Background: an optimization exercise with open tools, aiming at small area. Do not read the settings as production practice. Function was checked by simulation only, so behaviour that the tests miss may differ from the original. No activity file was given, so power comes from the tool's default toggle rates. The flow treats the clock pin as an ideal source, which a real chip does not have.

==> module trigger_capture, before the edit <==
module trigger_capture (
  input  logic                          CLOCK_50,
  input  logic                          hps_fpga_reset_n,
  input  scope_types_pkg::sample_t      sample,
  input  logic                          sample_valid,
  input  scope_types_pkg::sample_t      trig_level,
  input  logic                          trig_free,
  output logic                          capture_done,   
  output scope_types_pkg::phase_t       phase,       
  input  scope_types_pkg::ring_sel_t    rd_ring,
  output scope_types_pkg::sample_t      rd_data      
);
  localparam int RL = scope_cfg_pkg::ring_len;
  localparam int RC = scope_cfg_pkg::ring_count;
  scope_types_pkg::sample_t   prev_sample;   
  scope_types_pkg::ring_sel_t wr_ring;       
  scope_types_pkg::phase_t    wr_slot;       
  logic                       wr_pend;       
  logic                       capturing;     
  logic                       crossing;
  logic                       start;
  logic                       accept;
  logic                       wr_now;        
  logic                       last;          
  assign crossing = (prev_sample < trig_level) && (sample > trig_level);   
  assign start    = sample_valid && !capturing && (crossing || trig_free);
  assign accept   = start || (sample_valid && capturing);
  assign last         = sample_valid && capturing &&
                        (wr_ring == scope_types_pkg::ring_sel_t'(RC - 1)) &&
                        (wr_slot == scope_types_pkg::phase_t'(RL - 2));
  always_ff @(posedge CLOCK_50 or negedge hps_fpga_reset_n) begin
    if (!hps_fpga_reset_n) begin
      prev_sample <= '0;
      capture_done <= 1'b0;
      capturing   <= 1'b0;
      wr_pend     <= 1'b0;
    end else begin
      if (sample_valid) begin
        prev_sample <= sample;
      end
      capture_done <= last;
      if (start) begin
        capturing <= 1'b1;
      end else if (last) begin
        capturing <= 1'b0;   
      end
      if (accept) begin
        wr_pend <= 1'b1;
      end else if (wr_now) begin
        wr_pend <= 1'b0;
      end
    end
  end
  always_ff @(posedge CLOCK_50) begin
    if (start) begin
      wr_ring <= '0;
      wr_slot <= '0;
    end else if (accept) begin
      if (wr_slot == scope_types_pkg::phase_t'(RL - 1)) begin
        wr_ring <= wr_ring + 1'b1;
        wr_slot <= '0;
      end else begin
        wr_slot <= wr_slot + 1'b1;
      end
    end
  end
  always_ff @(posedge CLOCK_50 or negedge hps_fpga_reset_n) begin
    if (!hps_fpga_reset_n) begin
      phase <= '0;
    end else if (phase == scope_types_pkg::phase_t'(RL - 1)) begin
      phase <= '0;
    end else begin
      phase <= phase + 1'b1;
    end
  end
  assign wr_now = wr_pend && (phase == wr_slot);
  logic [RC-1:0][RL-1:0][scope_cfg_pkg::adc_width-1:0] ring;
  logic [RC-1:0]                                        ring_wr;
  for (genvar r = 0; r < RC; r++) begin : g_ring
    assign ring_wr[r] = wr_now && (wr_ring == scope_types_pkg::ring_sel_t'(r));
    always_ff @(posedge CLOCK_50) begin
      ring[r] <= {ring[r][RL-2:0], (ring_wr[r] ? prev_sample : ring[r][RL-1])};
    end
  end
  always_comb begin
    rd_data = '0;
    case (rd_ring)
      5'd0: rd_data = ring[0][RL-1];
      5'd1: rd_data = ring[1][RL-1];
      5'd2: rd_data = ring[2][RL-1];
      5'd3: rd_data = ring[3][RL-1];
      5'd4: rd_data = ring[4][RL-1];
      5'd5: rd_data = ring[5][RL-1];
      5'd6: rd_data = ring[6][RL-1];
      5'd7: rd_data = ring[7][RL-1];
      5'd8: rd_data = ring[8][RL-1];
      5'd9: rd_data = ring[9][RL-1];
      5'd10: rd_data = ring[10][RL-1];
      5'd11: rd_data = ring[11][RL-1];
      5'd12: rd_data = ring[12][RL-1];
      5'd13: rd_data = ring[13][RL-1];
      5'd14: rd_data = ring[14][RL-1];
      5'd15: rd_data = ring[15][RL-1];
      5'd16: rd_data = ring[16][RL-1];
      5'd17: rd_data = ring[17][RL-1];
      5'd18: rd_data = ring[18][RL-1];
      5'd19: rd_data = ring[19][RL-1];
      5'd20: rd_data = ring[20][RL-1];
      5'd21: rd_data = ring[21][RL-1];
      5'd22: rd_data = ring[22][RL-1];
      5'd23: rd_data = ring[23][RL-1];
      5'd24: rd_data = ring[24][RL-1];
      5'd25: rd_data = ring[25][RL-1];
      5'd26: rd_data = ring[26][RL-1];
      default: rd_data = '0;
    endcase
  end
endmodule
Settings: LEC_CHECK=0, ABC_AREA=1, CAP_MARGIN=20, CORE_MARGIN=2, CORE_UTILIZATION=65, CTS_BUF_LIST=sky130_fd_sc_hd__clkbuf_16, CTS_CLUSTER_DIAMETER=80, CTS_CLUSTER_SIZE=32, SLEW_MARGIN=20, SYNTH_MEMORY_MAX_BITS=8192; clock period 10.0 ns.
standard.sh (not shown) runs the stock make flow with config.mk's settings and CLKGATE_MAP_FILE= SYNTH_SCRIPT=/design/flow/synth_recipe.tcl, a recipe that flattens the netlist after the stock synthesis.
==> flow/flow/run.sh <==
#!/bin/bash
# Standard layout, with two changes: port buffers use the smallest buffer, and clock tree
# synthesis inserts no dummy loads. Each tool's output goes to a log file in this folder.
set -e

export BUFFER_PORTS_ARGS="-buffer_cell sky130_fd_sc_hd__buf_1"
export CTS_ARGS="-sink_clustering_enable -repair_clock_nets -sink_clustering_size 35 -sink_clustering_max_diameter 70 -buf_list sky130_fd_sc_hd__clkbuf_16 -dont_use_dummy_load"
bash standard.sh > standard.log 2>&1
Then changed:
--- a/flow/design.v
+++ b/flow/design.v
@@ -221,34 +221,7 @@
   always_comb begin
     rd_data = '0;
-    case (rd_ring)
-      5'd0: rd_data = ring[0][RL-1];
-      5'd1: rd_data = ring[1][RL-1];
-      5'd2: rd_data = ring[2][RL-1];
-      5'd3: rd_data = ring[3][RL-1];
-      5'd4: rd_data = ring[4][RL-1];
-      5'd5: rd_data = ring[5][RL-1];
-      5'd6: rd_data = ring[6][RL-1];
-      5'd7: rd_data = ring[7][RL-1];
-      5'd8: rd_data = ring[8][RL-1];
-      5'd9: rd_data = ring[9][RL-1];
-      5'd10: rd_data = ring[10][RL-1];
-      5'd11: rd_data = ring[11][RL-1];
-      5'd12: rd_data = ring[12][RL-1];
-      5'd13: rd_data = ring[13][RL-1];
-      5'd14: rd_data = ring[14][RL-1];
-      5'd15: rd_data = ring[15][RL-1];
-      5'd16: rd_data = ring[16][RL-1];
-      5'd17: rd_data = ring[17][RL-1];
-      5'd18: rd_data = ring[18][RL-1];
-      5'd19: rd_data = ring[19][RL-1];
-      5'd20: rd_data = ring[20][RL-1];
-      5'd21: rd_data = ring[21][RL-1];
-      5'd22: rd_data = ring[22][RL-1];
-      5'd23: rd_data = ring[23][RL-1];
-      5'd24: rd_data = ring[24][RL-1];
-      5'd25: rd_data = ring[25][RL-1];
-      5'd26: rd_data = ring[26][RL-1];
-      default: rd_data = '0;
-    endcase
+    for (int r = 0; r < RC; r++) begin
+      rd_data |= ring[r][RL-1] & {scope_cfg_pkg::adc_width{rd_ring == scope_types_pkg::ring_sel_t'(r)}};
+    end
   end
 endmodule
Result:
- The changed run completed without violations
- total power hardly moves
- maximum frequency falls slightly
- routed wire length rises by a few percent
- via count rises slightly
- core utilization is about the same

-- afterwards: timing with drivers on the ports --
No port has a modelled driver above. Below, the same layouts with a new extraction and two added sets of constraints. Step 1, drivers: a clkbuf_16 drives CLOCK_50 and a buf_2 each remaining input, both assumed. Step 2 moves the port delays by t, midway between the first and last clock arrival at a register: inputs arrive t later, outputs are due t later. That takes back most of the time a late clock gives input paths. Slacks: ideal / step 1 / step 2; pairs: ideal / step 1.
| run | t, ns | slack for setup (ns) | worst register clock-pin slew, ns | worst data-port slew with drivers (ns) | pins driven straight from the clock port |
|---|---|---|---|---|---|
| the first run | 0.894 | 3.458 / 3.370 / 4.264 | 0.12 / 0.12 | 0.04 | 1 |
| the second run | 0.892 | 3.414 / 3.334 / 4.226 | 0.12 / 0.12 | 0.09 | 1 |
After both steps setup and hold are still met in every run listed.
